From an optimization exercise on the open Yosys and OpenROAD flow, aimed at small area, a short achievable clock period and few clock cycles per item; shortcuts taken in it are not production practice. RTL that was checked went through simulation tests only; none was proved equivalent to the original. Function not checked in runs 1, 5 and 6: the RTL went through the layout flow alone. Power and IR drop assume default switching activity.

$ cat design.v
package seg_geom_pkg;
    localparam int IMG_W       = 16;
    localparam int IMG_H       = 16;
    localparam int NUM_CH      = 3;
    localparam int NUM_PIX     = IMG_W * IMG_H;
    localparam int NUM_BYTES   = NUM_PIX * NUM_CH;
    localparam int NUM_CLASSES = 4;
    typedef logic [7:0] pix_idx_t;
    typedef logic [1:0] label_t;
    typedef logic [7:0] pixel_t;
endpackage
package seg_ctrl_pkg;
    localparam int MEM_ADDR_W      = 20;
    localparam int WORDS_PER_FRAME = 192;
endpackage
`timescale 1ns/1ns
module frame_ram (
    input  logic       clk,
    input  logic       shift,
    input  logic [3:0] pair_in,      
    input  logic [7:0] raddr,
    output logic [1:0] rdata
);
    logic [511:0] mem;
    always_ff @(posedge clk) begin
        if (shift) begin
            mem <= {pair_in, mem[511:4]};
        end
    end
    logic [15:0] dlo, dhi;
    logic [1:0]  grp [0:15];
    logic [1:0]  rd;
    always_comb begin
        for (int k = 0; k < 16; k++) begin
            dlo[k] = (raddr[3:0] == 4'(k));
            dhi[k] = (raddr[7:4] == 4'(k));
        end
        for (int j = 0; j < 16; j++) begin
            grp[j] = 2'b00;
            for (int k = 0; k < 16; k++) begin
                grp[j] = grp[j] | ({2{dlo[k]}} & mem[2*(16*j+k) +: 2]);
            end
        end
        rd = 2'b00;
        for (int j = 0; j < 16; j++) begin
            rd = rd | ({2{dhi[j]}} & grp[j]);
        end
    end
    always_ff @(posedge clk) begin
        rdata <= rd;
    end
endmodule
`timescale 1ns/1ns
module class_cmp (
    input  logic [7:0] r,
    input  logic [7:0] g,
    input  logic [7:0] b,
    output logic [2:0] ord       
);
    function automatic logic ge8(input logic [7:0] x, input logic [7:0] y);
        logic c;
        c = 1'b1;
        for (int i = 0; i < 8; i++) begin
            c = (x[i] & ~y[i]) | (x[i] & c) | (~y[i] & c);
        end
        ge8 = c;
    endfunction
    assign ord = {ge8(g, b), ge8(r, b), ge8(r, g)};
endmodule
module class_scorer (
    input  logic [7:0] r,
    input  logic [7:0] g,
    input  logic [7:0] b,
    input  logic [2:0] ord,      
    output logic [1:0] lbl
);
    function automatic logic over(input logic [7:0] x, input logic [7:0] y, input logic [7:0] z);
        logic [10:0] p, q, s, k;
        logic [10:0] cc;
        logic c;
        integer i;
        p = 11'd0;
        q = 11'd0;
        for (i = 0; i < 8; i = i + 1) begin
            p[i]   = x[i] ^ y[i] ^ ~z[i];
            q[i+1] = (x[i] & y[i]) | (x[i] & ~z[i]) | (y[i] & ~z[i]);
        end
        cc = 11'd668;
        s = 11'd0;
        k = 11'd0;
        for (i = 0; i < 10; i = i + 1) begin
            s[i]   = p[i] ^ q[i] ^ cc[i];
            k[i+1] = cc[i] ? (p[i] | q[i]) : (p[i] & q[i]);
        end
        c = 1'b0;
        for (i = 0; i < 10; i = i + 1) begin
            c = (s[i] & k[i]) | (s[i] & c) | (k[i] & c);
        end
        over = c | k[10];
    endfunction
    logic       r_max, g_max;
    logic [7:0] a1, b1, m;
    assign r_max = ord[0] && ord[1];
    assign g_max = !ord[0] && ord[2];
    always_comb begin
        if (r_max) begin
            m = r; a1 = g; b1 = b;
        end else if (g_max) begin
            m = g; a1 = r; b1 = b;
        end else begin
            m = b; a1 = r; b1 = g;
        end
    end
    always_comb begin
        if (over(a1, b1, m)) lbl = 2'd3;
        else if (r_max)      lbl = 2'd0;
        else if (g_max)      lbl = 2'd1;
        else                 lbl = 2'd2;
    end
endmodule
`timescale 1ns/1ns
module seg_top (
    input  logic                                clk,
    input  logic                                rst,
    input  logic                                start_process,
    output logic                                processing_done,
    output logic                                mem_req,
    output logic [seg_ctrl_pkg::MEM_ADDR_W-1:0] mem_addr,
    input  logic                                mem_ack,
    input  logic [31:0]                         mem_rdata,
    input  seg_geom_pkg::pix_idx_t              label_addr,
    output seg_geom_pkg::label_t                label,
    output logic [9:0]                          leds
);
    logic       busy;         
    logic       done;         
    logic       flag;         
    logic [7:0] waddr;        
    logic [2:0] wph;          
    logic       got;          
    logic       v;            
    logic [1:0] vph;          
    logic       vlast;        
    logic [15:0] h;           
    logic [23:0] pa, pb;      
    logic [2:0] oa, ob;       
    logic [1:0] pend;         
    logic       shift;        
    logic       slast;        
    logic [3:0] pair_in;      
    assign got = mem_req && mem_ack;
    always_ff @(posedge clk or posedge rst) begin
        if (rst) begin
            busy    <= 1'b0;
            done    <= 1'b1;
            flag    <= 1'b0;
            mem_req <= 1'b0;
            waddr   <= '0;
            wph     <= 3'b001;
            v       <= 1'b0;
            vph     <= '0;
            vlast   <= 1'b0;
            shift   <= 1'b0;
            slast   <= 1'b0;
        end else begin
            v     <= got;
            vph   <= wph[2:1];
            vlast <= got && (waddr == 8'(seg_ctrl_pkg::WORDS_PER_FRAME - 1));
            shift <= v && (vph != 2'd0);
            slast <= v && vlast;
            if (!busy) begin
                if (start_process) begin
                    busy    <= 1'b1;
                    done    <= 1'b0;
                    flag    <= 1'b0;
                    mem_req <= 1'b1;
                    waddr   <= '0;
                    wph     <= 3'b001;
                end
            end else begin
                if (got) begin
                    waddr <= waddr + 1'b1;
                    wph   <= {wph[1:0], wph[2]};
                    if (waddr == 8'(seg_ctrl_pkg::WORDS_PER_FRAME - 1)) begin
                        mem_req <= 1'b0;
                    end
                end
                if (shift && slast) begin
                    busy <= 1'b0;
                    done <= 1'b1;
                    flag <= 1'b1;
                end
            end
        end
    end
    logic [23:0] na;
    logic [2:0]  noa, nob;
    always_comb begin
        na = ({24{wph[0]}} & mem_rdata[23:0])
           | ({24{wph[1]}} & {mem_rdata[15:0], h[15:8]})
           | ({24{wph[2]}} & {mem_rdata[7:0], h});
    end
    class_cmp u_cmp_a (.r(na[7:0]), .g(na[15:8]), .b(na[23:16]), .ord(noa));
    class_cmp u_cmp_b (.r(mem_rdata[15:8]), .g(mem_rdata[23:16]), .b(mem_rdata[31:24]), .ord(nob));
    always_ff @(posedge clk) begin
        pa <= na;
        oa <= noa;
        pb <= mem_rdata[31:8];
        ob <= nob;
        if (got) begin
            h <= mem_rdata[31:16];
        end
    end
    logic [1:0] la, lb;
    class_scorer u_cls_a (.r(pa[7:0]), .g(pa[15:8]), .b(pa[23:16]), .ord(oa), .lbl(la));
    class_scorer u_cls_b (.r(pb[7:0]), .g(pb[15:8]), .b(pb[23:16]), .ord(ob), .lbl(lb));
    always_ff @(posedge clk) begin
        if (v && vph == 2'd0) begin
            pend <= la;
        end
        pair_in <= vph[0] ? {la, pend} : {lb, la};
    end
    frame_ram u_label_ram (
        .clk     (clk),
        .shift   (shift),
        .pair_in (pair_in),
        .raddr   (label_addr),
        .rdata   (label)
    );
    assign processing_done = done;
    assign mem_addr        = {12'b0, waddr};
    assign leds            = {7'b0, flag, 1'b0, busy};
endmodule
$ cat run.sh
#!/bin/bash
# synth_recipe.tcl (not shown) runs the flow's synth.tcl, then flattens the netlist and writes it again
# the make line also repeats each setting of config.mk as NAME=value (left out here)
make -C /OpenROAD-flow-scripts/flow DESIGN_CONFIG=/design/flow/config.mk WORK_HOME=/design/flow/orfs CLKGATE_MAP_FILE= SYNTH_SCRIPT=/design/flow/synth_recipe.tcl finish
$ cat config.mk
export PLATFORM = sky130hd
export DESIGN_NAME = seg_top
export DESIGN_NICKNAME = seg_top
export VERILOG_FILES = /design/flow/design.v
export SDC_FILE = /design/flow/constraint.sdc
export NUM_CORES = 4
export LEC_CHECK = 0
export ABC_CLOCK_PERIOD_IN_PS = 3000
export CAP_MARGIN = 20
export CORE_MARGIN = 2
export CORE_UTILIZATION = 50
export SETUP_SLACK_MARGIN = 5
export SLEW_MARGIN = 20
export SYNTH_MEMORY_MAX_BITS = 16384
$ cat constraint.sdc
create_clock -name core_clock -period 8.0 [get_ports {clk}]
set_input_delay 1.6000 -clock core_clock [delete_from_list [all_inputs] [get_ports {clk}]]
set_output_delay 1.6000 -clock core_clock [all_outputs]
set_load 0.01 [all_outputs]
==> impl_metrics.toml, run 1 <==
[outcome]
outcome = "timing/DRC/antenna clean"

[power_and_ir_drop]
power_mw = 9.32
p_int_mw = 6.61
p_seq_share_pct = 43.1
share_comb_of_total_power_pct = 25.4
power_switching_mw = 2.71
leakage_nw = 9.76
vdd_drop_max_mv = 0.276
power.density_nw_per_um2 = 303
clockPowerShare_pct = 31.5
switching_share_pct = 29.1

[global_route]
grt.total_usage_pct = 28.4
met1_usage_pct = 37.3
grt_max_degree = 217
met3_usage_pct = 5.64
antenna_found_initial = 0
grt_first_pass_wirelength_um = 109000
grt-ovfl-total = 0
first_global_vias = 16514
grt_busiest_layer = "met2"
grt_util_met2_pct = 45.5

[critical_path]
path_delay_family = "simple AND/OR/NAND/NOR gates"
r2r_slack_ns = 4.98
path_class = "input port to register"
crit_path_max_incr_delay_ns = 0.86
cp_slowest_cell = "nor3b_1"
end_kind = "register"
crit_arrival_ns = 3.80
start_kind = "input port"
cp_max_fo = 7
required_ns = 8.51
crit_chain = "buf_16 -> buf_12 -> buf_12 -> nor3b_1 -> a32oi_1 -> nor2_1 -> nor3_1 -> a2111o_1 -> o211ai_1"
path_buf_inv = 3
crit_top_cell = "buf_12"

[place]
gp_congestion = 0.885
place_inst = 2344
hpwl_um = 44300
pre_cts_slack_ns = 3.22
dpl_cell_area_um2 = 26400
io_buffers = 57

[timing]
fin_crit_sh_pct = 41.1
drv_slew = 0
fin_crit_ns = 3.29
setup_viol = 0
tightestPinTransition_ns = 1.18
holdWs_ns = 0.402
relSlewSlack_pct = 21.2
rsz0062_at_grt = "true"
fmax_ghz = 0.304
setup_tns_ns = 0
fin_ws_ns = 4.71
hold_viol_final = 0
fin_skew_ns = 0.0305

[cells_and_area]
seq_area_um2 = 17700
final_nets = 1941
final_common_cell = "edfxtp_1"
layout-drive-gt1-share_pct = 23.9
syn_to_final_growth_pct = 21.8
finalNonFillerCells = 2591
antenna_cells = 0
fin_area_um2 = 30700
multi_input_area_um2 = 7450
final_util_pct = 61.5
most-common-layout-cells = "530 x edfxtp_1, 126 x a22oi_1, 111 x buf_4, 104 x nand2_1, 69 x clkbuf_16"
fill_cells = 3732

[logic_synthesis]
postSynthRegisterBits = 611
netlist_area_um2 = 25200
yosysSeqAreaShare_pct = 70.0
synth_cells = 1678
avgSynthCellArea_um2 = 15.0
synthArstFlopShare_pct = 3.44
synth-main-ff-cell = "edfxtp_1"
synth.distinct_cells = 87
synth_edf_count = 530
yosysWarnings = 5

[clocking]
cts_tree = "built"
cts.path.max_buffers = 3
cts_sinks = 611
cts_max_level = 3
root_buffer = "clkbuf_16"
clk_latency_ns = 0.61
cts_hold_buf = 0
path_clk_slew_ns = 0.06
numCtsBuffers = 66

[route]
drcViolationCount = 0
postRouteAntennaNets = 0
firstDrtPassIters = 7
routedWlPerCell_um = 29.0
drt_iter0_drc = 2612
totalWireLength_um = 75100
vias = 16957
viasPerCell = 6.54

[floorplanning]
io-pin-count = 78
row_count = 82
core_area_um2 = 50000
fp.dieW_um = 229
start_util_pct = 50.4
fp.dieH_um = 229
dieArea_um2 = 52200

[run]
cap_viol_max_count = 0

[worst_hold_path]
hp-class = "register to register"
cells by family (layout without fill, tap and decap cells):
| kind of cell | count (synthesis) | in the layout | share of synthesized area [%] |
|---|---|---|---|
| AOI/OAI and AO/OA | 426 | 426 | 12.9 |
| xor gates and xnor gates | 6 | 6 | 0.208 |
| adders and majority gates | 44 | 44 | 2.46 |
| buffers and inverters | 182 | 400 | 3.58 |
| DFF | 611 | 611 | 70.0 |
| muxes | 89 | 89 | 3.91 |
| other | 1 | 20 | 0.0149 |
| and+or+nand+nor | 319 | 323 | 6.88 |
Yosys cell counts, types with 17 or more instances:
master      n  share of area (%)
nand2_1   106                1.6
a22oi_1   136                4.1
o211ai_1   17               0.51
edfxtp_1  530                 63
buf_4      29               0.86
buf_2      47               0.93
dfxtp_1    60                4.8
mux2_2     65                2.9
a22o_1     27               0.94
and2_1     17               0.42
nand3_1    26               0.52
nor2b_1    17               0.42
inv_1      64               0.95
nor2_1     42               0.63
o21ai_0    42               0.83
mux2i_1    22               0.87
clkbuf_1   29               0.43
a32oi_1    29                1.0
a222oi_1   32                1.3
dfrtp_1    19                1.9
a21oi_1    27               0.54
and3_1     17               0.42
repair_timing:
item                       CTS  global route
cloned                      15             0
setup endpoints to repair   30           211
buffers inserted           101            13
pin swaps                   64            46
hold endpoints to repair     0             0
resized for setup          212            57
cell type report:
cell class,count,area share (%)
multi-input cells,908,24.3
clock inverters,31,0.860
repair buffers,216,7.93
flip-flops and latches,611,57.5
well taps,672,2.74
inverters,67,0.839
clock buffers,86,5.83
registers in the layout, summed over array words and instances, names as in the netlist, 2 cells and up:
name	cells
u_label_ram.mem	512
pa	24
pb	24
h	16
waddr	8
pair_in	4
oa	3
ob	3
wph	3
pend	2
u_label_ram.rdata	2
vph	2
power groups by stage:
stage | logic, mW | clock network [mW] | registers (mW)
floorplan | 1.14 | 0 | 4.13
global placement | 1.59 | 0 | 4.08
detailed placement | 1.63 | 0 | 4.09
CTS | 2.05 | 2.98 | 4.01
global route | 2.57 | 3.11 | 4.04
finish | 2.37 | 2.93 | 4.02
worst paths after layout:
kind | start | endpoint | cells past startpoint
worst max-delay path | label_addr[1] | u_label_ram.rdata[1] | 9
worst min-delay path | pair_in[2] | u_label_ram.mem[510] | 0
worst max register to register | ob[0] | pair_in[2] | 12
worst min register to register | pair_in[2] | u_label_ram.mem[510] | 0
max in group asynchronous | rst | shift | 2
min in group asynchronous | rst | vlast | 2
routing by layer:
metal / routed length [µm] / part of all wire (%) / vias to the layer above
li1: - / - / 7108
met1: 28600 / 38 / 8509
met2: 35200 / 47 / 1115
met3: 7170 / 9.5 / 225
met4: 4100 / 5.5 / 0
met5: 0 / 0 / -
==> run 2, diff against run 1 <==
--- a/design.v
+++ b/design.v
@@ -141,12 +141,11 @@
     logic       v;            
     logic [1:0] vph;          
     logic       vlast;        
-    logic [15:0] h;           
-    logic [23:0] pa, pb;      
+    logic [23:0] pa;          
+    logic [23:0] pb;          
     logic [2:0] oa, ob;       
     logic [1:0] pend;         
     logic       shift;        
-    logic       slast;        
     logic [3:0] pair_in;      
     assign got = mem_req && mem_ack;
     always_ff @(posedge clk or posedge rst) begin
@@ -160,14 +159,10 @@
             v       <= 1'b0;
             vph     <= '0;
             vlast   <= 1'b0;
-            shift   <= 1'b0;
-            slast   <= 1'b0;
         end else begin
             v     <= got;
             vph   <= wph[2:1];
             vlast <= got && (waddr == 8'(seg_ctrl_pkg::WORDS_PER_FRAME - 1));
-            shift <= v && (vph != 2'd0);
-            slast <= v && vlast;
             if (!busy) begin
                 if (start_process) begin
                     busy    <= 1'b1;
@@ -185,7 +180,7 @@
                         mem_req <= 1'b0;
                     end
                 end
-                if (shift && slast) begin
+                if (v && vlast) begin
                     busy <= 1'b0;
                     done <= 1'b1;
                     flag <= 1'b1;
@@ -193,8 +188,10 @@
             end
         end
     end
+    logic [15:0] h;
     logic [23:0] na;
     logic [2:0]  noa, nob;
+    assign h = pb[23:8];
     always_comb begin
         na = ({24{wph[0]}} & mem_rdata[23:0])
            | ({24{wph[1]}} & {mem_rdata[15:0], h[15:8]})
@@ -205,10 +202,9 @@
     always_ff @(posedge clk) begin
         pa <= na;
         oa <= noa;
-        pb <= mem_rdata[31:8];
         ob <= nob;
         if (got) begin
-            h <= mem_rdata[31:16];
+            pb <= mem_rdata[31:8];
         end
     end
     logic [1:0] la, lb;
@@ -218,8 +214,9 @@
         if (v && vph == 2'd0) begin
             pend <= la;
         end
-        pair_in <= vph[0] ? {la, pend} : {lb, la};
-    end
+    end
+    assign shift   = v && (vph != 2'd0);
+    assign pair_in = vph[0] ? {la, pend} : {lb, la};
     frame_ram u_label_ram (
         .clk     (clk),
         .shift   (shift),
--- a/config.mk
+++ b/config.mk
@@ -5,10 +5,13 @@
 export SDC_FILE = /design/flow/constraint.sdc
 export NUM_CORES = 4
 export LEC_CHECK = 0
-export ABC_CLOCK_PERIOD_IN_PS = 3000
+export ABC_CLOCK_PERIOD_IN_PS = 2000
 export CAP_MARGIN = 20
 export CORE_MARGIN = 2
 export CORE_UTILIZATION = 50
+export CTS_BUF_LIST = sky130_fd_sc_hd__clkbuf_16
+export CTS_CLUSTER_DIAMETER = 50
+export CTS_CLUSTER_SIZE = 24
 export SETUP_SLACK_MARGIN = 5
 export SLEW_MARGIN = 20
 export SYNTH_MEMORY_MAX_BITS = 16384
==> run 2 against run 1 <==
- first-iteration DRC count shrank 4.8%
- critical path type unchanged
- count of clock-buffer cells in the layout is 33 lower
- highest routed layer is now met5
- synthesized area is 1.7% lower
- global-route usage is 1.3 points higher
- sequential share of layout area decreased by 1.2 points
- cell count shrank 2.0%
- still clean
- wire length increased by 2.2%
- largest power group unchanged
==> impl_metrics.toml, run 2 <==
[logic_synthesis]
yosysSeqAreaShare_pct = 69.7
synth_cells = 1640
synthAdderAreaFrac_pct = 2.50
synth-main-ff-cell = "edfxtp_1"
synthArstFlopShare_pct = 3.23
yosysWarnings = 5
synth_common_cells = "538 x edfxtp_1, 139 x a22oi_1, 106 x nand2_1, 71 x mux2_2, 63 x inv_1"
synth_compound_area_share_pct = 12.6
synth.area.mux_share_pct = 4.75
synthXorXnorAreaFrac_pct = 0.212
synth_edf_count = 538
synth_top_area_cell = "edfxtp_1"
synth_top_family_by_area = "compound AO/OA/AOI/OAI gates"
synth_simple_gate_area_share_pct = 6.83
avgSynthCellArea_um2 = 15.1
netlist_top_cells_area = "edfxtp_1 65%, a22oi_1 4.2%, mux2_2 3.2%"
synth.most_common_cell = "edfxtp_1"
postSynthRegisterBits = 589
synth.distinct_cells = 84
netlist_area_um2 = 24800
synth_top_area_share_pct = 65.2

[critical_path]
path_delay_family = "buffers and inverters"
path_class = "input port to register"
cp.depth = 13
required_ns = 8.50
crit_arrival_ns = 3.73
cp_max_fo = 7
crit_path_max_incr_delay_ns = 0.29
start_kind = "input port"
cp_slowest_cell = "nor4_2"
path_buf_inv = 6
r2r_slack_ns = 4.84
crit_chain = "buf_16 -> buf_12 -> buf_16 -> buf_8 -> and4b_4 -> buf_8 -> buf_6 -> a22oi_2 -> nand2_1 -> a211oi_2 -> o2bb2ai_2 -> nor4_2 -> o21ai_1"
worstRegToRegCells = 12
end_kind = "register"

[floorplanning]
start_util_pct = 50.6
io-pin-count = 78
core_area_um2 = 49000
fp.dieW_um = 227
row_count = 81
dieArea_um2 = 51300
fp.dieH_um = 227

[place]
gp_congestion = 0.887
hpwl_um = 42700
io_buffers = 57

[outcome]
outcome = "timing/DRC/antenna clean"

[timing]
hold_viol_final = 0
drv_slew = 0
setup_tns_ns = 0
fmax_ghz = 0.310
setup_viol = 0
fin_crit_ns = 3.23
relSlewSlack_pct = 5.09
fin_skew_ns = 0.0372
tightestPinTransition_ns = 1.42
fin_crit_sh_pct = 40.3
rsz0062_at_grt = "true"

[cells_and_area]
most-common-layout-cells = "538 x edfxtp_1, 125 x a22oi_1, 101 x buf_4, 99 x nand2_1"
final_util_pct = 62.8
syn_to_final_growth_pct = 24.0
layout-drive-gt1-share_pct = 26.5
final_common_cell = "edfxtp_1"
top_regs = "u_label_ram.mem: 512 flops, pa: 24 flops, pb: 24 flops"
largest_reg_flops = 512
final_nets = 1905
fill_cells = 3595
antenna_cells = 0
top_register = "u_label_ram.mem"

[global_route]
grt-ovfl-total = 0
first_global_vias = 16310
antenna_found_initial = 2
grt_max_degree = 209
grt.total_usage_pct = 29.6
grt_first_pass_wirelength_um = 109000

[clocking]
numCtsBuffers = 52
cts_sinks = 589
cts_max_level = 2
cts_hold_buf = 0
cts_tree = "built"
clk_latency_ns = 0.65
cts.path.max_buffers = 3
path_clk_slew_ns = 0.08
root_buffer = "clkbuf_16"

[route]
vias = 16805
firstDrtPassIters = 6
totalWireLength_um = 76800
drt_iter0_drc = 2486
routedWlPerCell_um = 30.2
drcViolationCount = 0
postRouteAntennaNets = 0
viasPerCell = 6.62

[power_and_ir_drop]
leakage_nw = 9.67
power.density_nw_per_um2 = 288
vdd_drop_max_mv = 0.238

[run]
cap_viol_max_count = 0

[worst_hold_path]
whs_path_depth = 0
hp-class = "register to register"
[run 2: changes by cell type in the layout (fill, tap and decap cells not counted), moves of 10 or more]
cell       delta
clkbuf_16    -13
buf_12       +10
and3_1       -10
a32oi_1      -13
clkinv_1     -10
buf_4        -10
buf_16       +12
clkbuf_1     -17
dfxtp_1      -29
[run 2: final timing paths]
path	endpoint	startpoint
min in group asynchronous	v	rst
worst min register to register	u_label_ram.mem[500]	u_label_ram.mem[504]
worst min-delay path	u_label_ram.mem[500]	u_label_ram.mem[504]
worst max register to register	u_label_ram.mem[508]	oa[0]
worst max-delay path	u_label_ram.rdata[1]	label_addr[0]
max in group asynchronous	busy	rst
[run 2: area by class of cell]
class	count	area (µm²)	area share, %
sequential	589	17300	56.3
inverter	65	244	0.794
clock inverter	43	502	1.63
timing repair buffer	229	2900	9.43
tap	664	831	2.70
clock buffer	53	1330	4.32
multi-input combinational	897	7620	24.8
[run 2: report_power, final]
group / internal [mW] / total, mW / switching, mW
Combinational: 1.02 / 2.27 / 1.25
Sequential: 3.71 / 3.89 / 0.181
Clock: 1.43 / 2.69 / 1.26
[run 2: per-stage QoR]
stage          cells  setup WS, ns  hold slack [ns]  total power, mW  instance area [µm²]
6_report        2540          4.77            0.428             8.85                30700
5_1_grt         2540          4.73            0.441             9.22                30700
4_1_cts         2516          4.78            0.429             8.70                30200
3_5_place_dp    2297          2.91            0.424             5.70                26100
3_3_place_gp    2297          2.91            0.422             5.67                26000
2_1_floorplan   1659          3.38            0.349             5.25                25100
[run 2: repair_timing]
| action | 4_1_cts | 5_1_grt |
|---|---|---|
| pin swaps | 66 | 29 |
| cloned | 26 | 3 |
| resized for setup | 232 | 47 |
| endpoints found under the setup margin | 28 | 13 |
| buffers inserted | 97 | 21 |
[run 2: cells by family (layout without fill, tap and decap cells)]
family	count (synthesis)	in the layout
flip-flops	589	589
AO/OA/AOI/OAI	406	406
AND/OR/NAND/NOR	310	316
buffers and inverters	179	390
multiplexers	105	105
adder cells (fa/ha/maj)	44	44
XOR/XNOR	6	6
other	1	20
[run 2: per-layer routing]
layer	routed length, µm	share of wire (%)	GRT usage (%)	up-vias
met5	8	0.010	0	-
met4	5130	6.7	16.9	2
met3	8180	11	6.45	261
met2	35500	46	47.3	1200
met1	27900	36	37.7	8354
li1	-	-	-	6988
Testbench counts of run 2, summed over its fixed seeds: cycles 30,746, frames 64.
==> run 3, diff against run 2 <==
--- a/config.mk
+++ b/config.mk
@@ -8,10 +8,10 @@
 export ABC_CLOCK_PERIOD_IN_PS = 2000
 export CAP_MARGIN = 20
 export CORE_MARGIN = 2
-export CORE_UTILIZATION = 50
+export CORE_UTILIZATION = 70
 export CTS_BUF_LIST = sky130_fd_sc_hd__clkbuf_16
-export CTS_CLUSTER_DIAMETER = 50
-export CTS_CLUSTER_SIZE = 24
+export CTS_CLUSTER_DIAMETER = 80
+export CTS_CLUSTER_SIZE = 30
 export SETUP_SLACK_MARGIN = 5
 export SLEW_MARGIN = 20
 export SYNTH_MEMORY_MAX_BITS = 16384
==> run 3 against run 2 <==
- still clean
- synthesized cell count did not move
- count of clock-buffer cells in the layout fell by 28
- cell count fell by 13%
- wire length fell by 10%
- core utilization rose by 18 points
- non-clock buffer count fell by 65
- sequential cell count did not move
- clock skew fell by 0.015 ns
- setup slack got worse by 0.23 ns
- largest cell class unchanged
- highest routed layer is now met4
==> impl_metrics.toml, run 3 <==
[outcome]
outcome = "timing/DRC/antenna clean"

[timing]
setup_tns_ns = 0
fmax_ghz = 0.289
drv_slew = 0
setup_viol = 0
hold_viol_final = 0
fin_crit_sh_pct = 43.3
tightestPinTransition_ns = 1.11
fin_skew_ns = 0.0219
fin_ws_ns = 4.54
fin_crit_ns = 3.46
rsz0062_at_grt = "true"
relSlewSlack_pct = 25.9

[cells_and_area]
seq_area_um2 = 17300
most-common-layout-cells = "538 x edfxtp_1, 131 x a22oi_1, 100 x nand2_1, 79 x buf_4, 75 x inv_1"
largest_reg_flops = 512
multi_input_area_um2 = 7390
final_nets = 1806
final_common_cell = "edfxtp_1"
layout-drive-gt1-share_pct = 19.8
top_regs = "u_label_ram.mem: 512 flops, pa: 24 flops, pb: 24 flops"
final_util_pct = 80.7
syn_to_final_growth_pct = 13.1
fin_area_um2 = 28000
top_register = "u_label_ram.mem"
fill_cells = 1786

[global_route]
antenna_found_initial = 0
grt.total_usage_pct = 37.2
grt-ovfl-total = 0
grt_max_degree = 193
first_global_vias = 15529
grt_first_pass_wirelength_um = 99000

[run]
cap_viol_max_count = 0

[clocking]
clk_latency_ns = 0.58
root_buffer = "clkbuf_16"
cts_max_level = 1
numCtsBuffers = 24
cts_sinks = 589
path_clk_slew_ns = 0.12
cts_tree = "built"
cts_hold_buf = 0
cts.path.max_buffers = 3

[place]
pre_cts_slack_ns = 3.01
io_buffers = 57
hpwl_um = 42600
dpl_cell_area_um2 = 25800
gp_congestion = 0.915

[floorplanning]
start_util_pct = 71.4
io-pin-count = 78
fp.dieW_um = 192
row_count = 68
dieArea_um2 = 36900
fp.dieH_um = 192
core_area_um2 = 34700

[logic_synthesis]
synth_edf_count = 538
avgSynthCellArea_um2 = 15.1
synth_common_cells = "538 x edfxtp_1, 139 x a22oi_1, 106 x nand2_1, 71 x mux2_2, 63 x inv_1"
synth_top_area_share_pct = 65.2
synth_top_area_cell = "edfxtp_1"
yosysWarnings = 5
synth_cells = 1640
postSynthRegisterBits = 589
yosysSeqAreaShare_pct = 69.7
synth.distinct_cells = 84
synth-main-ff-cell = "edfxtp_1"
synth.most_common_cell = "edfxtp_1"
synthArstFlopShare_pct = 3.23
netlist_top_cells_area = "edfxtp_1 65%, a22oi_1 4.2%, mux2_2 3.2%"
netlist_area_um2 = 24800

[route]
routedWlPerCell_um = 31.3
drt_iter0_drc = 2930
firstDrtPassIters = 8
drcViolationCount = 0
vias = 16341
viasPerCell = 7.40
totalWireLength_um = 69100
postRouteAntennaNets = 0

[critical_path]
path_buf_inv = 2
crit_arrival_ns = 3.86
cp_max_fo = 31
crit_chain = "buf_12 -> buf_8 -> mux2_1 -> a32oi_1 -> nand4_1 -> o311ai_0 -> o2111ai_2"
crit_path_max_incr_delay_ns = 0.75
start_kind = "input port"
end_kind = "register"
required_ns = 8.40
path_class = "input port to register"
cp_slowest_cell = "o311ai_0"
path_delay_family = "compound AO/OA/AOI/OAI gates"

[power_and_ir_drop]
leakage_nw = 8.55
power_mw = 7.72
vdd_drop_max_mv = 0.341
power.density_nw_per_um2 = 275

[worst_hold_path]
hp-class = "register to register"
-- run 3: kinds of logic (layout without fill, tap and decap cells) --
logic type / Yosys count / in the layout / synth area share [%]
AND/OR/NAND/NOR: 310 / 310 / 6.83
adder cells (fa/ha/maj): 44 / 44 / 2.50
multiplexers: 105 / 105 / 4.75
buffers and inverters: 179 / 273 / 3.35
XOR/XNOR: 6 / 6 / 0.212
AO/OA/AOI/OAI: 406 / 406 / 12.6
other: 1 / 21 / 0.0151
flip-flops: 589 / 589 / 69.7
-- run 3: area by class of cell --
class                   count  share of cell area (%)
inverters                  65                   0.871
multi-input cells         891                    26.4
diodes                      1                 0.00893
clock buffers              25                    2.23
flip-flops and latches    589                    61.7
clock inverters            19                   0.362
well taps                 455                    2.03
repair buffers            164                    6.39
-- run 3: path summary, 6_finish.rpt --
kind | start | endpoint | slack (ns) | cells after the start
setup reg to reg | oa[2] | u_label_ram.mem[508] | 4.74 | 11
min in group asynchronous | rst | waddr[7] | 1.44 | 2
hold reg to reg | u_label_ram.mem[122] | u_label_ram.mem[118] | 0.46 | 0
max in group asynchronous | rst | busy | 6.07 | 2
setup / recovery | label_addr[0] | u_label_ram.rdata[0] | 4.54 | 7
hold / removal | u_label_ram.mem[122] | u_label_ram.mem[118] | 0.46 | 0
-- run 3: per-layer routing --
metal  routed length, µm  share of wire, %  vias up  track usage (%)
met5                   0                 0        -                0
met4                4980               7.2        0             21.5
met3                8860                13      292             7.09
met2               32600                47     1416             60.6
met1               22600                33     7923             47.2
li1                    -                 -     6710                -
-- run 3: power by group --
| part | internal, mW | switching [mW] |
|---|---|---|
| clock | 0.586 | 0.912 |
| sequential | 3.71 | 0.185 |
| combinational | 1.04 | 1.29 |
-- run 3: metrics by stage --
step	std cells	hold slack (ns)
floorplan	1659	0.349
global route	2208	0.464
global placement	2089	0.422
detailed placement	2089	0.428
CTS	2199	0.452
finish	2209	0.456
-- run 3: worst register-to-register path, cell delays in order (launching register included) --
cell,delay [ns]
dfxtp_4,0.46
mux2_2,0.35
o21ai_0,0.21
fa_1,0.49
ha_1,0.31
inv_2,0.07
nor2_2,0.04
maj3_2,0.32
a21oi_4,0.16
o2111ai_2,0.17
and3_4,0.19
mux2_2,0.26
-- run 3: repair_timing --
| item | CTS | global route |
|---|---|---|
| pin swaps | 54 | 28 |
| gates resized for setup | 177 | 45 |
| setup endpoints to repair | 28 | 13 |
| cloned | 7 | 0 |
| buffers inserted | 59 | 8 |
==> run 4, diff against run 3 <==
--- a/config.mk
+++ b/config.mk
@@ -8,10 +8,10 @@
 export ABC_CLOCK_PERIOD_IN_PS = 2000
 export CAP_MARGIN = 20
 export CORE_MARGIN = 2
-export CORE_UTILIZATION = 70
-export CTS_BUF_LIST = sky130_fd_sc_hd__clkbuf_16
-export CTS_CLUSTER_DIAMETER = 80
-export CTS_CLUSTER_SIZE = 30
+export CORE_UTILIZATION = 50
+export CTS_BUF_LIST = sky130_fd_sc_hd__clkbuf_8
+export CTS_CLUSTER_DIAMETER = 40
+export CTS_CLUSTER_SIZE = 16
 export SETUP_SLACK_MARGIN = 5
 export SLEW_MARGIN = 20
 export SYNTH_MEMORY_MAX_BITS = 16384
==> run 4 against run 3 <==
- still clean
- clock skew up 0.027 ns
- wire length up 8.6%
- sequential cell count did not move
- first-iteration DRC count down 21%
- critical path depth grew 3
- critical path type unchanged
- largest cell class unchanged
==> impl_metrics.toml, run 4 <==
[critical_path]
required_ns = 8.62
end_kind = "register"
path_class = "input port to register"
crit_arrival_ns = 3.75
start_kind = "input port"
cp_max_fo = 15

[cells_and_area]
layout-drive-gt1-share_pct = 26.9
largest_reg_flops = 512
top_regs = "u_label_ram.mem: 512 flops, pa: 24 flops, pb: 24 flops"
multi_input_area_um2 = 7460
top_register = "u_label_ram.mem"
final_common_cell = "edfxtp_1"
seq_area_um2 = 17300
antenna_cells = 0
most-common-layout-cells = "538 x edfxtp_1, 130 x a22oi_1, 104 x buf_4, 99 x nand2_1, 85 x clkbuf_8"
syn_to_final_growth_pct = 22.4
fill_cells = 3662
final_nets = 1922
final_util_pct = 61.9

[global_route]
grt_max_degree = 209
grt-ovfl-total = 0
grt_first_pass_wirelength_um = 107000
first_global_vias = 16217
grt.total_usage_pct = 29.1
antenna_found_initial = 2

[timing]
setup_tns_ns = 0
tightestPinTransition_ns = 1.17
holdWs_ns = 0.434
drv_slew = 0
relSlewSlack_pct = 22.3
fin_skew_ns = 0.0490
fin_crit_ns = 3.14
rsz0062_at_grt = "true"
hold_viol_final = 0
fin_ws_ns = 4.86
fmax_ghz = 0.319
setup_viol = 0
fin_crit_sh_pct = 39.2

[floorplanning]
io-pin-count = 78
start_util_pct = 50.6
fp.dieW_um = 227
row_count = 81
dieArea_um2 = 51300
core_area_um2 = 49000
fp.dieH_um = 227

[power_and_ir_drop]
power_mw = 8.76
vdd_drop_max_mv = 0.231
power.density_nw_per_um2 = 289
leakage_nw = 9.48

[clocking]
numCtsBuffers = 83
path_clk_slew_ns = 0.08
root_buffer = "clkbuf_8"
clk_latency_ns = 0.73
cts_max_level = 3
cts_tree = "built"
cts.path.max_buffers = 3
cts_sinks = 589

[route]
routedWlPerCell_um = 29.0
vias = 16818
viasPerCell = 6.51
postRouteAntennaNets = 0
totalWireLength_um = 75000
drt_iter0_drc = 2304
drcViolationCount = 0
firstDrtPassIters = 8

[logic_synthesis]
synth_top_area_share_pct = 65.2
synth_cells = 1640
postSynthRegisterBits = 589
synthArstFlopShare_pct = 3.23
synth.most_common_cell = "edfxtp_1"
synth-main-ff-cell = "edfxtp_1"
yosysWarnings = 5
netlist_top_cells_area = "edfxtp_1 65%, a22oi_1 4.2%, mux2_2 3.2%"
netlist_area_um2 = 24800
yosysSeqAreaShare_pct = 69.7
synth_top_area_cell = "edfxtp_1"
synth.distinct_cells = 84
synth_edf_count = 538
avgSynthCellArea_um2 = 15.1
synth_common_cells = "538 x edfxtp_1, 139 x a22oi_1, 106 x nand2_1, 71 x mux2_2, 63 x inv_1"

[worst_hold_path]
hp-class = "register to register"

[place]
pre_cts_slack_ns = 2.91
io_buffers = 57
hpwl_um = 42700
gp_congestion = 0.887

[run]
cap_viol_max_count = 0

[outcome]
outcome = "timing/DRC/antenna clean"
==> run 4: worst paths after layout <==
path	startpoint	depth (start not counted)	end	slack (ns)
hold reg to reg	u_label_ram.mem[504]	0	u_label_ram.mem[500]	0.43
min in group asynchronous	rst	2	flag	1.34
setup reg to reg	oa[1]	13	u_label_ram.mem[508]	4.86
max in group asynchronous	rst	2	busy	6.16
setup / recovery	label_addr[0]	10	u_label_ram.rdata[0]	4.86
hold / removal	u_label_ram.mem[504]	0	u_label_ram.mem[500]	0.43
==> run 4: metrics by stage <==
stage	cell area, µm²	instances
after floorplan	25100	1659
after global routing	30300	2585
final	30300	2585
after detailed placement	26100	2297
after global placement	26000	2297
after CTS	29500	2534
==> run 4: logic make-up after synthesis <==
| group | after synthesis | share of synthesized area, % |
|---|---|---|
| AOI/OAI and AO/OA | 406 | 12.6 |
| muxes | 105 | 4.75 |
| adders and majority gates | 44 | 2.50 |
| and+or+nand+nor | 310 | 6.83 |
| DFF | 589 | 69.7 |
| xor gates and xnor gates | 6 | 0.212 |
| buffers and inverters | 179 | 3.35 |
| other | 1 | 0.0151 |
==> run 4: critical path, stage by stage <==
cell       delay (ns)
buf_16           0.14
buf_16           0.16
nor2b_1          0.17
buf_4            0.37
a221oi_1         0.17
or3_1            0.33
a41o_1           0.28
o31ai_1          0.09
a22oi_2          0.16
o2111ai_1        0.26
==> run 4: final cells by class <==
type                       count  area share, %
clock buffer                  85           3.86
clock inverter                70           2.21
inverter                      65          0.805
multi-input combinational    894           24.6
sequential                   589           57.1
tap                          664           2.74
timing repair buffer         218           8.71
==> run 4: report_power, final <==
part	internal (mW)	leakage (nW)	total [mW]	switching, mW
logic	1.01	4.20	2.26	1.25
clock network	1.29	0.924	2.61	1.32
registers	3.71	4.36	3.89	0.179
==> run 4: layer usage <==
layer	vias up	track usage (%)	wire, µm
met2	1121	45.4	34300
li1	7003	-	-
met1	8404	37.3	27700
met5	-	0	27
met4	4	17.4	5280
met3	286	6.63	7790
==> run 4: repair_timing <==
action,in CTS,in global routing
endpoints found under the setup margin,26,23
cloned,18,3
gates resized for setup,172,77
hold buffers,0,0
pin swaps,39,51
buffers inserted,64,47
==> run 5, diff against run 4 <==
--- a/design.v
+++ b/design.v
@@ -55,7 +55,7 @@
     input  logic [7:0] r,
     input  logic [7:0] g,
     input  logic [7:0] b,
-    output logic [2:0] ord       
+    output logic [2:0] mx        
 );
     function automatic logic ge8(input logic [7:0] x, input logic [7:0] y);
         logic c;
@@ -65,13 +65,32 @@
         end
         ge8 = c;
     endfunction
-    assign ord = {ge8(g, b), ge8(r, b), ge8(r, g)};
-endmodule
-module class_scorer (
+    logic r_ge_g, r_ge_b, g_ge_b;
+    assign r_ge_g = ge8(r, g);
+    assign r_ge_b = ge8(r, b);
+    assign g_ge_b = ge8(g, b);
+    assign mx[0] = r_ge_g && r_ge_b;
+    assign mx[1] = !r_ge_g && g_ge_b;
+    assign mx[2] = !mx[0] && !mx[1];
+endmodule
+module class_sort (
     input  logic [7:0] r,
     input  logic [7:0] g,
     input  logic [7:0] b,
-    input  logic [2:0] ord,      
+    input  logic [2:0] mx,       
+    output logic [7:0] m,        
+    output logic [7:0] a1,       
+    output logic [7:0] b1
+);
+    assign m  = ({8{mx[0]}} & r) | ({8{mx[1]}} & g) | ({8{mx[2]}} & b);
+    assign a1 = ({8{mx[0]}} & g) | ({8{!mx[0]}} & r);
+    assign b1 = ({8{mx[2]}} & g) | ({8{!mx[2]}} & b);
+endmodule
+module class_scorer (
+    input  logic [7:0] m,        
+    input  logic [7:0] a1,
+    input  logic [7:0] b1,
+    input  logic [1:0] mx,       
     output logic [1:0] lbl
 );
     function automatic logic over(input logic [7:0] x, input logic [7:0] y, input logic [7:0] z);
@@ -98,23 +117,10 @@
         end
         over = c | k[10];
     endfunction
-    logic       r_max, g_max;
-    logic [7:0] a1, b1, m;
-    assign r_max = ord[0] && ord[1];
-    assign g_max = !ord[0] && ord[2];
-    always_comb begin
-        if (r_max) begin
-            m = r; a1 = g; b1 = b;
-        end else if (g_max) begin
-            m = g; a1 = r; b1 = b;
-        end else begin
-            m = b; a1 = r; b1 = g;
-        end
-    end
     always_comb begin
         if (over(a1, b1, m)) lbl = 2'd3;
-        else if (r_max)      lbl = 2'd0;
-        else if (g_max)      lbl = 2'd1;
+        else if (mx[0])      lbl = 2'd0;
+        else if (mx[1])      lbl = 2'd1;
         else                 lbl = 2'd2;
     end
 endmodule
@@ -141,9 +147,10 @@
     logic       v;            
     logic [1:0] vph;          
     logic       vlast;        
-    logic [23:0] pa;          
+    logic [23:0] sa;          
+    logic [1:0]  xa;          
     logic [23:0] pb;          
-    logic [2:0] oa, ob;       
+    logic [2:0]  xb;          
     logic [1:0] pend;         
     logic       shift;        
     logic [3:0] pair_in;      
@@ -190,26 +197,32 @@
     end
     logic [15:0] h;
     logic [23:0] na;
-    logic [2:0]  noa, nob;
+    logic [2:0]  nxa, nxb;
+    logic [7:0]  nma, na1, nb1;
     assign h = pb[23:8];
     always_comb begin
         na = ({24{wph[0]}} & mem_rdata[23:0])
            | ({24{wph[1]}} & {mem_rdata[15:0], h[15:8]})
            | ({24{wph[2]}} & {mem_rdata[7:0], h});
     end
-    class_cmp u_cmp_a (.r(na[7:0]), .g(na[15:8]), .b(na[23:16]), .ord(noa));
-    class_cmp u_cmp_b (.r(mem_rdata[15:8]), .g(mem_rdata[23:16]), .b(mem_rdata[31:24]), .ord(nob));
-    always_ff @(posedge clk) begin
-        pa <= na;
-        oa <= noa;
-        ob <= nob;
+    class_cmp u_cmp_a (.r(na[7:0]), .g(na[15:8]), .b(na[23:16]), .mx(nxa));
+    class_sort u_sort_a (.r(na[7:0]), .g(na[15:8]), .b(na[23:16]), .mx(nxa),
+                         .m(nma), .a1(na1), .b1(nb1));
+    class_cmp u_cmp_b (.r(mem_rdata[15:8]), .g(mem_rdata[23:16]), .b(mem_rdata[31:24]), .mx(nxb));
+    always_ff @(posedge clk) begin
+        sa <= {nma, na1, nb1};
+        xa <= nxa[1:0];
+        xb <= nxb;
         if (got) begin
             pb <= mem_rdata[31:8];
         end
     end
     logic [1:0] la, lb;
-    class_scorer u_cls_a (.r(pa[7:0]), .g(pa[15:8]), .b(pa[23:16]), .ord(oa), .lbl(la));
-    class_scorer u_cls_b (.r(pb[7:0]), .g(pb[15:8]), .b(pb[23:16]), .ord(ob), .lbl(lb));
+    logic [7:0] mb, a1b, b1b;
+    class_sort u_sort_b (.r(pb[7:0]), .g(pb[15:8]), .b(pb[23:16]), .mx(xb),
+                         .m(mb), .a1(a1b), .b1(b1b));
+    class_scorer u_cls_a (.m(sa[23:16]), .a1(sa[15:8]), .b1(sa[7:0]), .mx(xa), .lbl(la));
+    class_scorer u_cls_b (.m(mb), .a1(a1b), .b1(b1b), .mx(xb[1:0]), .lbl(lb));
     always_ff @(posedge clk) begin
         if (v && vph == 2'd0) begin
             pend <= la;
--- a/config.mk
+++ b/config.mk
@@ -8,10 +8,10 @@
 export ABC_CLOCK_PERIOD_IN_PS = 2000
 export CAP_MARGIN = 20
 export CORE_MARGIN = 2
-export CORE_UTILIZATION = 50
-export CTS_BUF_LIST = sky130_fd_sc_hd__clkbuf_8
-export CTS_CLUSTER_DIAMETER = 40
-export CTS_CLUSTER_SIZE = 16
+export CORE_UTILIZATION = 60
+export CTS_BUF_LIST = sky130_fd_sc_hd__clkbuf_16
+export CTS_CLUSTER_DIAMETER = 60
+export CTS_CLUSTER_SIZE = 24
 export SETUP_SLACK_MARGIN = 5
 export SLEW_MARGIN = 20
 export SYNTH_MEMORY_MAX_BITS = 16384
==> run 5 against run 4 <==
- synthesized area fell by 2.4%
- largest cell class unchanged
- synthesized cell count shrank 3.2%
- first-iteration DRC count increased by 11%
- highest routed layer unchanged
- critical path type unchanged
- wire length is 3.0% lower
- hold slack better by 0.0052 ns
- clock skew decreased by 0.030 ns
- critical path depth is 2 higher
- sequential power down 1%
- combinational power increased by 15%
- power down 2.2%
- global-route usage up 5.8 points
==> impl_metrics.toml, run 5 <==
[logic_synthesis]
synthArstFlopShare_pct = 3.23
netlist_top_cells_area = "edfxtp_1 67%, a22oi_1 3.0%, dfxtp_1 2.6%"
yosysWarnings = 5
synth.most_common_cell = "edfxtp_1"
postSynthRegisterBits = 588
avgSynthCellArea_um2 = 15.2
netlist_area_um2 = 24200
synth_cells = 1588
synth.distinct_cells = 79
yosysSeqAreaShare_pct = 71.4
synth_top_area_cell = "edfxtp_1"
synth_top_area_share_pct = 66.8
synth_edf_count = 538
synth_common_cells = "538 x edfxtp_1, 97 x a22oi_1, 78 x nand2_1, 73 x nor2_1, 64 x inv_1"
synth-main-ff-cell = "edfxtp_1"

[clocking]
cts_hold_buf = 0
cts.path.max_buffers = 3
root_buffer = "clkbuf_16"
cts_tree = "built"
clk_latency_ns = 0.60
path_clk_slew_ns = 0.09
cts_sinks = 588
numCtsBuffers = 38
cts_max_level = 2

[global_route]
grt.total_usage_pct = 34.8
antenna_found_initial = 4
grt_max_degree = 195
first_global_vias = 15958
grt-ovfl-total = 0
grt_first_pass_wirelength_um = 104000

[cells_and_area]
top_regs = "u_label_ram.mem: 512 flops, pb: 24 flops, sa: 24 flops"
top_register = "u_label_ram.mem"
final_nets = 1871
syn_to_final_growth_pct = 21.8
largest_reg_flops = 512
fill_cells = 2411
most-common-layout-cells = "538 x edfxtp_1, 144 x buf_4, 91 x a22oi_1, 74 x nand2_1, 65 x inv_1"
final_common_cell = "edfxtp_1"
layout-drive-gt1-share_pct = 26.3
finalNonFillerCells = 2356

[outcome]
outcome = "timing/DRC/antenna clean"

[timing]
setup_viol = 0
hold_viol_final = 0
fmax_ghz = 0.287
tightestPinTransition_ns = 1.05
relSlewSlack_pct = 30.2
fin_crit_ns = 3.48
fin_skew_ns = 0.0187
setup_tns_ns = 0
drv_slew = 0
rsz0062_at_grt = "true"
fin_crit_sh_pct = 43.6

[place]
place_inst = 2122
hpwl_um = 44600
io_buffers = 57
gp_congestion = 0.926

[critical_path]
required_ns = 8.51
start_kind = "input port"
end_kind = "register"
cp_max_fo = 8
crit_arrival_ns = 3.99
r2r_slack_ns = 4.78
path_class = "input port to register"

[route]
viasPerCell = 7.05
firstDrtPassIters = 13
drt_iter0_drc = 2567
totalWireLength_um = 72800
drcViolationCount = 0
routedWlPerCell_um = 30.9
postRouteAntennaNets = 0
vias = 16620

[floorplanning]
io-pin-count = 78
start_util_pct = 60.8
fp.dieH_um = 205
row_count = 73
fp.dieW_um = 205
core_area_um2 = 39700
dieArea_um2 = 41900

[run]
cap_viol_max_count = 0

[power_and_ir_drop]
power.density_nw_per_um2 = 291
vdd_drop_max_mv = 0.358
power_mw = 8.56
leakage_nw = 9.25

[worst_hold_path]
hp-class = "register to register"
[run 5: cell count changes after synthesis, sizes merged, moves of 18 or more]
cell | previous run | this run
a222oi | 25 | 48
a22oi | 139 | 97
buf | 75 | 43
clkbuf | 39 | 57
mux2 | 81 | 28
nand2 | 106 | 79
nor2 | 40 | 73
[run 5: cells by family (layout without fill, tap and decap cells)]
logic type | after synthesis | count (layout) | synth area share [%]
other cells | 1 | 21 | 0.0155
fa+ha+maj | 49 | 49 | 2.75
compound gates | 426 | 426 | 13.9
flops | 588 | 588 | 71.4
xor+xnor | 6 | 6 | 0.217
buf+inv | 168 | 389 | 3.09
mux | 68 | 68 | 3.01
simple gates | 282 | 284 | 5.64
[run 5: area by class of cell]
cell class	instances	area, µm²	area share [%]
Sequential cell	588	17300	58.6
Multi-Input combinational cell	853	7230	24.6
Timing Repair Buffer	251	2690	9.15
Clock buffer	41	1030	3.48
Tap cell	525	657	2.23
Clock inverter	29	290	0.986
Inverter	68	275	0.935
Antenna cell	1	2.50	0.00850
[run 5: path summary, 6_finish.rpt]
kind / from / cells past startpoint / end
worst max-delay path: mem_rdata[8] / 12 / sa[0]
worst min-delay path: u_label_ram.mem[301] / 0 / u_label_ram.mem[297]
worst max register to register: pb[10] / 13 / u_label_ram.mem[510]
worst min register to register: u_label_ram.mem[301] / 0 / u_label_ram.mem[297]
max in group asynchronous: rst / 2 / busy
min in group asynchronous: rst / 2 / vph[0]
[run 5: per-layer routing]
layer	vias up	global-route usage, %	share of wire, %
li1	6797	-	-
met1	8238	44.1	35
met2	1250	55.2	47
met3	329	7.84	11
met4	6	21.4	7.3
met5	-	0	0.054
[run 5: worst max-delay path: stages]
cell       delay, ns
buf_8           0.10
a222oi_1        0.34
buf_4           0.18
nor2b_1         0.04
maj3_2          0.33
a2111oi_4       0.36
buf_4           0.19
o41ai_4         0.08
a31oi_4         0.19
o211ai_4        0.16
nand2_4         0.18
mux2i_1         0.23
[run 5: power by group]
group | switching [mW] | internal [mW]
combinational | 1.41 | 1.18
sequential | 0.166 | 3.69
clock | 1.11 | 1.01
total | 2.68 | 5.88
[run 5: per-stage QoR]
step | hold slack [ns] | utilization [%] | instance area, µm² | setup WS, ns
finish | 0.440 | 74.1 | 29400 | 4.52
global placement | 0.425 | 64.3 | 25500 | 2.94
global route | 0.450 | 74.1 | 29400 | 4.39
detailed placement | 0.430 | 64.3 | 25500 | 2.86
CTS | 0.439 | 72.7 | 28900 | 4.50
floorplan | 0.349 | - | 24800 | 3.44
[run 5: what timing repair did]
action / CTS / global route
setup buffers: 124 / 25
cloned: 12 / 2
pin swaps: 81 / 49
endpoints found under the hold margin: 0 / 0
endpoints found under the setup margin: 51 / 121
gates resized for setup: 277 / 80
==> run 6, diff against run 5 <==
--- a/config.mk
+++ b/config.mk
@@ -8,10 +8,10 @@
 export ABC_CLOCK_PERIOD_IN_PS = 2000
 export CAP_MARGIN = 20
 export CORE_MARGIN = 2
-export CORE_UTILIZATION = 60
+export CORE_UTILIZATION = 70
 export CTS_BUF_LIST = sky130_fd_sc_hd__clkbuf_16
-export CTS_CLUSTER_DIAMETER = 60
-export CTS_CLUSTER_SIZE = 24
+export CTS_CLUSTER_DIAMETER = 80
+export CTS_CLUSTER_SIZE = 30
 export SETUP_SLACK_MARGIN = 5
 export SLEW_MARGIN = 20
 export SYNTH_MEMORY_MAX_BITS = 16384
==> run 6 against run 5 <==
- first-iteration DRC count is 36% higher
- sequential cell count stayed put
- critical path depth is 1 higher
- core utilization is 9.4 points higher
- synthesized cell count stayed put
- design area is 2.7% lower
- power is 3.1% lower
- critical endpoint is now sa[20]
- highest routed layer is now met4
- global-route usage is 5.7 points higher
==> impl_metrics.toml, run 6 <==
[outcome]
outcome = "timing/DRC/antenna clean"

[run]
cap_viol_max_count = 0

[critical_path]
worst_r2r_endpoint = "sa[20]"
crit_path_end = "sa[20]"
path_buf_inv = 4
crit_arrival_ns = 4.21
crit_chain = "buf_2 -> a222oi_1 -> buf_4 -> nand2b_1 -> maj3_2 -> o21a_1 -> a21boi_2 -> a31oi_2 -> o211ai_4 -> buf_6 -> clkinv_8 -> a2bb2oi_2 -> o21ai_1"
worstSetupStartpoint = "mem_rdata[0]"
crit_path_max_incr_delay_ns = 0.38
cp_max_fo = 8
required_ns = 8.47
start_kind = "input port"
cp_slowest_cell = "a222oi_1"
path_class = "input port to register"
worstRegToRegCells = 12
cp.depth = 13
reg2reg_from = "wph[0]"
path_delay_family = "compound AO/OA/AOI/OAI gates"
r2r_slack_ns = 4.59
end_kind = "register"

[clocking]
cts_sinks = 588
cts_tree = "built"
root_buffer = "clkbuf_16"
path_clk_slew_ns = 0.11
cts_max_level = 1
numCtsBuffers = 25
cts_hold_buf = 0
cts.path.max_buffers = 3
clk_latency_ns = 0.60

[place]
io_buffers = 57
gp_congestion = 0.971
dpl_cell_area_um2 = 25500
hpwl_um = 42800

[power_and_ir_drop]
leakage_nw = 8.90
power_switching_mw = 2.65
vdd_drop_max_mv = 0.373
share_comb_of_total_power_pct = 34.3
power.density_nw_per_um2 = 290
clockPowerShare_pct = 19.3
p_int_mw = 5.65
p_seq_share_pct = 46.4
switching_share_pct = 31.9

[worst_hold_path]
hp-class = "register to register"
whs_path_depth = 0

[route]
viasPerCell = 7.59
postRouteAntennaNets = 0
routedWlPerCell_um = 32.9
firstDrtPassIters = 11
drt_iter0_drc = 3487
totalWireLength_um = 74100
drcViolationCount = 0
vias = 17107

[timing]
fin_skew_ns = 0.0307
relSlewSlack_pct = 31.8
drv_slew = 0
setup_tns_ns = 0
setup_viol = 0
tightestPinTransition_ns = 1.02
rsz0062_at_grt = "true"
fmax_ghz = 0.267
fin_crit_ns = 3.74
fin_crit_sh_pct = 46.7
hold_viol_final = 0

[logic_synthesis]
synthArstFlopShare_pct = 3.23
synth_top_area_cell = "edfxtp_1"
yosysWarnings = 5
synth_top_area_share_pct = 66.8
synth.distinct_cells = 79
synth-main-ff-cell = "edfxtp_1"
netlist_top_cells_area = "edfxtp_1 67%, a22oi_1 3.0%, dfxtp_1 2.6%"
yosysSeqAreaShare_pct = 71.4
postSynthRegisterBits = 588
synth.most_common_cell = "edfxtp_1"
synth_edf_count = 538
synth_common_cells = "538 x edfxtp_1, 97 x a22oi_1, 78 x nand2_1, 73 x nor2_1, 64 x inv_1"
synth_cells = 1588
avgSynthCellArea_um2 = 15.2
netlist_area_um2 = 24200

[cells_and_area]
final_common_cell = "edfxtp_1"
most-common-layout-cells = "538 x edfxtp_1, 120 x buf_4, 93 x a22oi_1, 73 x nand2_1, 70 x inv_1"
top_regs = "u_label_ram.mem: 512 flops, pb: 24 flops, sa: 24 flops"
largest_reg_flops = 512
layout-drive-gt1-share_pct = 24.7
antenna_cells = 0
final_nets = 1851
top_register = "u_label_ram.mem"
fin_area_um2 = 28600
syn_to_final_growth_pct = 18.5

[floorplanning]
io-pin-count = 78
fp.dieW_um = 190
start_util_pct = 70.5
row_count = 68
core_area_um2 = 34300
fp.dieH_um = 190
dieArea_um2 = 36000

[global_route]
antenna_found_initial = 0
grt-ovfl-total = 0
first_global_vias = 16322
grt.total_usage_pct = 40.5
grt_first_pass_wirelength_um = 105000
grt_max_degree = 174
run 6: cells by family after synthesis:
group	after synthesis	share of synthesized area (%)
xor gates and xnor gates	6	0.217
and+or+nand+nor	282	5.64
AOI/OAI and AO/OA	426	13.9
muxes	68	3.01
other	1	0.0155
adders and majority gates	49	2.75
buffers and inverters	168	3.09
DFF	588	71.4
run 6: layout make-up:
cell class | instances | area (µm²)
Clock buffer | 25 | 626
Clock inverter | 20 | 180
Fill cell | 1593 | 5640
Inverter | 68 | 278
Multi-Input combinational cell | 853 | 7150
Sequential cell | 588 | 17300
Tap cell | 455 | 569
Timing Repair Buffer | 244 | 2570
run 6: worst register-to-register path, delay by kind of cell, from the launching register on:
| kind | cells | cell delay [ns] |
|---|---|---|
| adders and majority gates | 1 | 0.34 |
| DFF | 1 | 0.89 |
| and+or+nand+nor | 1 | 0.16 |
| buffers and inverters | 4 | 0.58 |
| AOI/OAI and AO/OA | 6 | 1.34 |
run 6: timing repair:
action,CTS,global route
endpoints found under the setup margin,50,33
gates cloned,13,1
pin swaps,86,55
buffers inserted,110,29
resized for setup,271,79
run 6: power by group through the flow:
stage | Sequential, mW | Combinational, mW | Clock, mW
finish | 3.85 | 2.84 | 1.60
global route | 3.87 | 3.00 | 1.69
floorplan | 3.88 | 1.36 | 0
global placement | 3.90 | 1.67 | 0
CTS | 3.83 | 2.32 | 1.59
detailed placement | 3.91 | 1.72 | 0
run 6: worst min path at each step:
stage / startpoint / endpoint / slack, ns
after floorplan: wph[1] / vph[0] / 0.35
after global placement: u_label_ram.mem[426] / u_label_ram.mem[422] / 0.43
after detailed placement: u_label_ram.mem[10] / u_label_ram.mem[6] / 0.43
after CTS: u_label_ram.mem[287] / u_label_ram.mem[283] / 0.45
after global routing: u_label_ram.mem[287] / u_label_ram.mem[283] / 0.46
final: u_label_ram.mem[509] / u_label_ram.mem[505] / 0.45
run 6: metal layers:
layer | GRT usage (%) | up-vias | part of all wire [%]
li1 | - | 6752 | -
met1 | 50.7 | 8234 | 31
met2 | 64.7 | 1692 | 46
met3 | 11.2 | 429 | 15
met4 | 22.4 | 0 | 7.9
met5 | 1.37 | - | 0
run 6: per-stage QoR:
step / hold WS (ns) / instances / worst slack (ns) / power, mW / utilization [%]
floorplan: 0.349 / 1607 / 3.44 / 5.24 / -
global placement: 0.426 / 2055 / 3.06 / 5.57 / 74.3
detailed placement: 0.431 / 2055 / 3.02 / 5.63 / 74.3
CTS: 0.449 / 2223 / 4.57 / 7.74 / 81.9
global route: 0.462 / 2253 / 4.23 / 8.56 / 83.5
finish: 0.450 / 2253 / 4.26 / 8.30 / 83.5

[static timing again, ports no longer ideal]
The flow's constraints put no driver on any port. The routed layouts listed below were extracted and timed again, unchanged, in two steps.
Step 1 assumes that a clkbuf_16 drives the clock port and a buf_2 every other input.
Step 2 moves the port delays by t, midway between the first and last clock arrival at a register: inputs arrive t later, outputs are due t later. That takes back most of the time a late clock gives input paths.
Three values: no drivers, after step 1, after step 2; two values: the first two.
run | t (ns) | slack for setup (ns) | latest minus earliest clock arrival (ns) | worst register clock-pin slew, ns
run 1 | 0.647 | 4.712 / 4.604 / 3.956 | 0.033 / 0.033 | 0.06 / 0.06
run 2 | 0.675 | 4.773 / 4.671 / 3.996 | 0.049 / 0.050 | 0.09 / 0.09
run 3 | 0.621 | 4.538 / 4.502 / 3.881 | 0.022 / 0.023 | 0.12 / 0.12
run 4 | 0.752 | 4.865 / 4.692 / 3.940 | 0.058 / 0.058 | 0.09 / 0.09
run 5 | 0.637 | 4.516 / 4.531 / 3.894 | 0.029 / 0.028 | 0.09 / 0.09
run 6 | 0.638 | 4.262 / 4.301 / 3.663 | 0.032 / 0.032 | 0.12 / 0.12
After both steps every run listed still meets setup and hold. The setup slack of run 4, which loses most, moves by -0.173 ns with the drivers and by -0.925 ns with both steps.
